From an optimization exercise on the open Yosys and OpenROAD flow, aimed at small area and a short achievable clock period; shortcuts taken in it are not production practice.
Function was checked by simulation only, so behaviour that the tests miss may differ from the original.

==> inputs of job 1409 <==
// exec_pipe_top
module exec_pipe_top
#(
    parameter int dmem_depth = 16     
)
(
    input  logic            clk,
    input  logic            reset,
    input  pipe_isa_pkg::iclass_e         iclass,
    input  pipe_isa_pkg::alu_op_e         alu_op,
    input  logic [pipe_isa_pkg::xlen-1:0] op_a,
    input  logic [pipe_isa_pkg::xlen-1:0] op_b,
    input  logic [pipe_isa_pkg::xlen-1:0] store_data,
    input  pipe_isa_pkg::reg_idx_t        rd,
    output pipe_stage_pkg::wb_t             wb,
    output logic            branch_taken
);
clock: 6.0 ns
lec_check: 0
abc_clock_period_in_ps: 2500
cap_margin: 30
core_margin: 2
core_utilization: 55
cts_cluster_diameter: 100
cts_cluster_size: 30
setup_slack_margin: 3.5
slew_margin: 20
standard.sh (not shown) runs the stock make flow with config.mk's settings and CLKGATE_MAP_FILE= SYNTH_SCRIPT=/design/flow/synth_recipe.tcl, a recipe that flattens the netlist after the stock synthesis.
==> flow/flow/run.sh <==
#!/bin/bash
# The standard ORFS layout (the standard.sh, standard synthesis unchanged)
# with two changes to how the layout is made:
#  - port buffers are buf_2 cells instead of the default delay-buffer pick;
#  - timing repair may resize a cell to any footprint (MATCH_CELL_FOOTPRINT=0).
# All of make's output goes to flow_make.log here; ORFS keeps its per-step logs
# under orfs/logs.
set -uo pipefail
bash standard.sh MATCH_CELL_FOOTPRINT=0 \
    "BUFFER_PORTS_ARGS=-buffer_cell sky130_fd_sc_hd__buf_2" \
    finish > flow_make.log 2>&1
status=$?
tail -20 flow_make.log
exit $status
==> job 6495 (differences from job 1409) <==
--- a/flow/design.v
+++ b/flow/design.v
@@ -20,42 +20,46 @@
         alu_srl = 3'd6,
         alu_slt = 3'd7       
     } alu_op_e;
 endpackage
 package pipe_stage_pkg;
     localparam int xlen      = 64;
     localparam int reg_idx_w = 5;
     localparam int addr_w    = 4;     
-    localparam int pre_lvls  = 2;     
+    localparam int blk       = 4;     
+    localparam int nblk      = xlen / blk;
     typedef struct packed {
         logic                 reg_write_en;
         logic                 mem_write;
         logic                 mem_read;
-        logic                 taken;       
+        logic                 branch;
+        logic [7:0]           eq_part;     
         logic                 sel_sum;     
         logic                 sel_sh;      
         logic                 rev;         
         logic                 cin;         
         logic                 slt_one;     
         logic                 slt_same;    
-        logic [3:0]           shamt_hi;    
+        logic [5:0]           shamt;       
         logic [xlen-1:0]      p;           
         logic [xlen-1:0]      g;           
+        logic [nblk-1:0]      bp;          
         logic [addr_w-1:0]    addr;        
         logic [reg_idx_w-1:0] rd;
     } id_ex_t;
     typedef struct packed {
         logic                 reg_write_en;
         logic                 mem_write;
         logic                 mem_read;
         logic                 taken;
         logic                 rev;         
         logic                 slt_bit;     
         logic [1:0]           shamt_top;   
+        logic [15:0]          rsel;        
         logic [xlen-1:0]      value;       
         logic [addr_w-1:0]    addr;
         logic [reg_idx_w-1:0] rd;
     } ex_mem_t;
     typedef struct packed {
         logic              reg_write_en;
         logic [reg_idx_w-1:0] rd;
         logic [xlen-1:0]   value;
@@ -69,156 +73,156 @@
     input  pipe_isa_pkg::alu_op_e         alu_op,
     input  logic [pipe_isa_pkg::xlen-1:0] op_a,
     input  logic [pipe_isa_pkg::xlen-1:0] op_b,
     input  logic [pipe_isa_pkg::xlen-1:0] store_data,
     input  pipe_isa_pkg::reg_idx_t        rd,
     output pipe_stage_pkg::id_ex_t        id_ex
 );
     localparam int xlen = pipe_isa_pkg::xlen;
-    localparam int nlvl = pipe_stage_pkg::pre_lvls;
+    localparam int blk  = pipe_stage_pkg::blk;
+    localparam int nblk = pipe_stage_pkg::nblk;
     logic is_alu, is_load, is_store, is_branch;
     logic op_add, op_sub, op_and, op_or, op_xor, op_sll, op_srl, op_slt;
     logic shift;
     logic inv_d, sll_d;          
     logic [xlen-1:0] alu_val;
-    logic [xlen-1:0] bb, pp, ga, a_rev, sh_in, sh_lo, p_val;
+    logic [xlen-1:0] bb, pp, ga, a_rev, sh_in, p_val;
     logic [xlen-1:0] g0, g_pre;
+    logic [nblk-1:0] bp_pre;
     logic [6:0]      ea;         
     assign is_alu    = (iclass == pipe_isa_pkg::ic_alu);
     assign is_load   = (iclass == pipe_isa_pkg::ic_load);
     assign is_store  = (iclass == pipe_isa_pkg::ic_store);
     assign is_branch = (iclass == pipe_isa_pkg::ic_branch);
     assign op_add    = is_alu & (alu_op == pipe_isa_pkg::alu_add);
     assign op_sub    = is_alu & (alu_op == pipe_isa_pkg::alu_sub);
     assign op_and    = is_alu & (alu_op == pipe_isa_pkg::alu_and);
     assign op_or     = is_alu & (alu_op == pipe_isa_pkg::alu_or);
     assign op_xor    = is_alu & (alu_op == pipe_isa_pkg::alu_xor);
     assign op_sll    = is_alu & (alu_op == pipe_isa_pkg::alu_sll);
     assign op_srl    = is_alu & (alu_op == pipe_isa_pkg::alu_srl);
     assign op_slt    = is_alu & (alu_op == pipe_isa_pkg::alu_slt);
-    assign inv_d     = (alu_op == pipe_isa_pkg::alu_sub) | (alu_op == pipe_isa_pkg::alu_slt);
+    assign inv_d     = alu_op[0];
     assign sll_d     = (alu_op == pipe_isa_pkg::alu_sll);
     assign shift     = op_sll | op_srl;
     assign ea        = op_a[6:0] + op_b[6:0];
     assign bb = op_b ^ {xlen{inv_d}};
     assign pp = op_a ^ bb;
     assign ga = op_a & bb;
     assign g0 = ga | {{(xlen-1){1'b0}}, pp[0] & inv_d};     
     always_comb begin : prefix
-        logic [xlen-1:0] g, p, gn, pn;
-        g = g0;
-        p = pp;
-        for (int l = 1; l <= nlvl; l++) begin
-            gn = g;
-            pn = p;
-            for (int i = (1 << (l - 1)); i < xlen; i++) begin
-                gn[i] = g[i] | (p[i] & g[i - (1 << (l - 1))]);
-                pn[i] = p[i] & p[i - (1 << (l - 1))];
-            end
-            g = gn;
-            p = pn;
+        for (int i = 0; i < xlen; i++) begin
+            g_pre[i] = g0[i - (i % blk)];
+            for (int k = i - (i % blk) + 1; k <= i; k++) g_pre[i] = g0[k] | (pp[k] & g_pre[i]);
         end
-        g_pre = g;
+        for (int k = 0; k < nblk; k++) bp_pre[k] = &pp[k*blk +: blk];
     end
     always_comb begin
         for (int i = 0; i < xlen; i++) a_rev[i] = op_a[xlen-1-i];
     end
     assign sh_in = sll_d ? a_rev : op_a;
-    assign sh_lo = sh_in >> op_b[1:0];
     always_comb begin
         case (alu_op)
             pipe_isa_pkg::alu_and: alu_val = ga;
-            pipe_isa_pkg::alu_or:  alu_val = pp | ga;
+            pipe_isa_pkg::alu_or:  alu_val = op_a | op_b;
             pipe_isa_pkg::alu_xor: alu_val = pp;
             pipe_isa_pkg::alu_sll,
-            pipe_isa_pkg::alu_srl: alu_val = sh_lo;
+            pipe_isa_pkg::alu_srl: alu_val = sh_in;
             default:               alu_val = pp;
         endcase
     end
     assign p_val = is_store ? store_data : alu_val;
     always_ff @(posedge clk or posedge reset) begin
         if (reset) begin
             id_ex.reg_write_en <= 1'b0;
             id_ex.mem_write    <= 1'b0;
-            id_ex.taken        <= 1'b0;
+            id_ex.branch       <= 1'b0;
         end else begin
             id_ex.reg_write_en <= (is_alu | is_load) & (rd != '0);
             id_ex.mem_write    <= is_store;
-            id_ex.taken        <= is_branch & (op_a == op_b);     
+            id_ex.branch       <= is_branch;
         end
     end
     always_ff @(posedge clk) begin
         id_ex.mem_read <= is_load;
         id_ex.sel_sum  <= op_add | op_sub;
         id_ex.sel_sh   <= shift | op_and | op_or | op_xor | is_store;
         id_ex.rev      <= op_sll;
         id_ex.cin      <= inv_d;
         id_ex.slt_one  <= op_slt & op_a[xlen-1] & ~op_b[xlen-1];
         id_ex.slt_same <= op_slt & (op_a[xlen-1] == op_b[xlen-1]);
-        id_ex.shamt_hi <= shift ? op_b[5:2] : 4'd0;
+        id_ex.shamt    <= shift ? op_b[5:0] : 6'd0;
         id_ex.p        <= p_val;
         id_ex.g        <= g_pre;
+        id_ex.bp       <= bp_pre;
         id_ex.addr     <= ea[6:3];
         id_ex.rd       <= rd;
+        for (int k = 0; k < 8; k++) id_ex.eq_part[k] <= (op_a[8*k +: 8] == op_b[8*k +: 8]);
     end
 endmodule
 module execute_stage
 (
     input  pipe_stage_pkg::id_ex_t  id_ex,
     output pipe_stage_pkg::ex_mem_t ex_in
 );
     localparam int xlen = pipe_isa_pkg::xlen;
-    localparam int nlvl = pipe_stage_pkg::pre_lvls;
-    localparam int span = 1 << nlvl;
-    logic [xlen-1:0] pgrp, gfull, carry, sum, shr, alu_res;
+    localparam int blk  = pipe_stage_pkg::blk;
+    localparam int nblk = pipe_stage_pkg::nblk;
+    logic [nblk-1:0] bcarry;     
+    logic [xlen-1:0] carry, sum, shr, alu_res;
     logic            lt;
-    function automatic logic [xlen-1:0] prefix_g(input logic [xlen-1:0] g_in,
-                                                 input logic [xlen-1:0] p_in,
-                                                 input int from);
-        logic [xlen-1:0] g, p, gn, pn;
-        g = g_in;
-        p = p_in;
-        for (int l = from + 1; l <= 6; l++) begin
+    always_comb begin : block_prefix
+        logic [nblk-1:0] g, p, gn, pn;
+        for (int k = 0; k < nblk; k++) g[k] = id_ex.g[k*blk + blk - 1];
+        p = id_ex.bp;
+        for (int d = 1; d < nblk; d = d * 2) begin
             gn = g;
             pn = p;
-            for (int i = (1 << (l - 1)); i < xlen; i++) begin
-                gn[i] = g[i] | (p[i] & g[i - (1 << (l - 1))]);
-                pn[i] = p[i] & p[i - (1 << (l - 1))];
+            for (int k = d; k < nblk; k++) begin
+                gn[k] = g[k] | (p[k] & g[k-d]);
+                pn[k] = p[k] & p[k-d];
             end
             g = gn;
             p = pn;
         end
-        prefix_g = g;
-    endfunction
-    always_comb begin
+        bcarry = g;
+    end
+    always_comb begin : bit_carry
+        logic pb;
         for (int i = 0; i < xlen; i++) begin
-            pgrp[i] = 1'b1;
-            for (int j = 0; j < span; j++) begin
-                if (i - j >= 0) pgrp[i] = pgrp[i] & id_ex.p[i-j];
+            if (i == 0) begin
+                carry[i] = id_ex.cin;
+            end else if (i % blk == 0) begin
+                carry[i] = bcarry[i/blk - 1];
+            end else if (i < blk) begin
+                carry[i] = id_ex.g[i-1];     
+            end else begin
+                pb = 1'b1;
+                for (int k = i - (i % blk); k < i; k++) pb = pb & id_ex.p[k];
+                carry[i] = id_ex.g[i-1] | (pb & bcarry[i/blk - 1]);
             end
         end
     end
-    assign gfull = prefix_g(id_ex.g, pgrp, nlvl);
-    assign carry = {gfull[xlen-2:0], id_ex.cin};
-    assign sum   = id_ex.p ^ carry;
+    assign sum = id_ex.p ^ carry;
     assign lt = id_ex.slt_one | (id_ex.slt_same & ~carry[xlen-1]);
-    assign shr = id_ex.p >> {id_ex.shamt_hi[1:0], 2'b00};
+    assign shr = id_ex.p >> id_ex.shamt[3:0];
     assign alu_res = ({xlen{id_ex.sel_sum}} & sum)
                    | ({xlen{id_ex.sel_sh}}  & shr);
     always_comb begin
         ex_in.reg_write_en = id_ex.reg_write_en;
         ex_in.mem_write    = id_ex.mem_write;
         ex_in.mem_read     = id_ex.mem_read;
-        ex_in.taken        = id_ex.taken;
+        ex_in.taken        = id_ex.branch & (&id_ex.eq_part);     
         ex_in.rev          = id_ex.rev;
         ex_in.slt_bit      = lt;
-        ex_in.shamt_top    = id_ex.shamt_hi[3:2];
+        ex_in.shamt_top    = id_ex.shamt[5:4];
         ex_in.value        = alu_res;
         ex_in.addr         = id_ex.addr;
+        for (int w = 0; w < 16; w++) ex_in.rsel[w] = id_ex.mem_read & (id_ex.addr == w);
         ex_in.rd           = id_ex.rd;
     end
 endmodule
 module ex_mem_reg
 (
     input  logic    clk,
     input  logic    reset,
     input  pipe_stage_pkg::ex_mem_t ex_in,
@@ -235,43 +239,42 @@
             ex_mem.taken        <= ex_in.taken;
         end
     end
     always_ff @(posedge clk) begin
         ex_mem.mem_read  <= ex_in.mem_read;
         ex_mem.rev       <= ex_in.rev;
         ex_mem.slt_bit   <= ex_in.slt_bit;
         ex_mem.shamt_top <= ex_in.shamt_top;
+        ex_mem.rsel      <= ex_in.rsel;
         ex_mem.value    <= ex_in.value;
         ex_mem.addr     <= ex_in.addr;
         ex_mem.rd       <= ex_in.rd;
     end
 endmodule
 module mem_stage
 (
     input  logic    clk,
     input  logic    reset,
     input  pipe_stage_pkg::ex_mem_t ex_mem,
     output pipe_stage_pkg::wb_t     wb,
     output logic    branch_taken
 );
     logic [pipe_isa_pkg::xlen-1:0] dmem [16];
-    logic [15:0]                   rsel;      
     logic [pipe_isa_pkg::xlen-1:0] rdata;
     logic [pipe_isa_pkg::xlen-1:0] shifted, result;
     always_ff @(posedge clk) begin
         if (ex_mem.mem_write) begin
             dmem[ex_mem.addr] <= ex_mem.value;
         end
     end
     always_comb begin
         rdata = '0;
         for (int w = 0; w < 16; w++) begin
-            rsel[w] = ex_mem.mem_read & (ex_mem.addr == w);
-            rdata   = rdata | ({pipe_isa_pkg::xlen{rsel[w]}} & dmem[w]);
+            rdata = rdata | ({pipe_isa_pkg::xlen{ex_mem.rsel[w]}} & dmem[w]);
         end
     end
     assign shifted = ex_mem.value >> {ex_mem.shamt_top, 4'b0000};
     always_comb begin
         for (int i = 0; i < pipe_isa_pkg::xlen; i++) begin
             result[i] = ex_mem.rev ? shifted[pipe_isa_pkg::xlen-1-i] : shifted[i];
         end
     end
==> flow/flow/run.sh (replaced) <==
#!/bin/bash
# The standard ORFS layout (the standard.sh, standard synthesis unchanged)
# with two changes to how the layout is made:
#  - port buffers are buf_1 cells instead of the default delay-buffer pick;
#  - timing repair may resize a cell to any footprint (MATCH_CELL_FOOTPRINT=0).
# All of make's output goes to flow_make.log here; ORFS keeps its per-step logs
# under orfs/logs.
set -uo pipefail
bash standard.sh MATCH_CELL_FOOTPRINT=0 \
    "BUFFER_PORTS_ARGS=-buffer_cell sky130_fd_sc_hd__buf_1" \
    finish > flow_make.log 2>&1
status=$?
tail -20 flow_make.log
exit $status
ABC_CLOCK_PERIOD_IN_PS = unset   (was 2500)
CORE_UTILIZATION = 65   (was 55)
CTS_CLUSTER_DIAMETER = 80   (was 100)
CTS_CLUSTER_SIZE = 24   (was 30)
PLACE_DENSITY = 0.72   (was unset)
SETUP_SLACK_MARGIN = 3.6   (was 3.5)
==> metrics.md <==
| Metric | Value |
|---|---|
| Status | complete, no violations |
| Total nets after synthesis | 4,807 |
| N_diodes | 3 |
| Commonest cells in the netlist | edfxtp_1 (1,024), nand2_1 (437), a22oi_1 (342), dfxtp_1 (294), a21oi_1 (285) |
| Commonest non-fill, non-tap cells in the layout | edfxtp_1 (1,024), nand2_1 (427), a22oi_1 (342) |
| Reg2reg setup slack | 3.37 ns |
the above is filed under job 1409

==> metrics.md <==
| Metric | Value |
|---|---|
| # clk buffers | 110 |
| Worst slew pin tran | 1.024 ns |
| Total nets after synthesis | 4,275 |
| Status | complete, no violations |
| N_diodes | 1 |
| Commonest non-fill, non-tap cells in the layout | edfxtp_1 (1,024), dfxtp_1 (282), mux2i_1 (280) |
the above is filed under job 6495

[static timing again, ports no longer ideal]
No port has a modelled driver above. Below, the same layouts with a new extraction and two added sets of constraints.
Step 1: set_driving_cell puts a clkbuf_16 on clk and a buf_2 on each other input, an assumption about the parent block.
Step 2 also shifts input and output timing later by t, the mid clock arrival at the registers, as if the neighbouring blocks saw the same clock.
Three values: ideal, step 1, step 2; two values: the first two.
run	t, ns	setup WS [ns]	latest minus earliest clock arrival (ns)	cell pins on the clock port's net
job 1409	0.766	3.232 / 3.078 / 2.312	0.052 / 0.052	1
job 6495	0.717	3.554 / 3.492 / 2.911	0.032 / 0.032	1
After both steps setup and hold are still met in every run listed. For job 1409, which loses most, drivers alone change the setup slack by -0.154 ns; drivers and shift together by -0.920 ns.
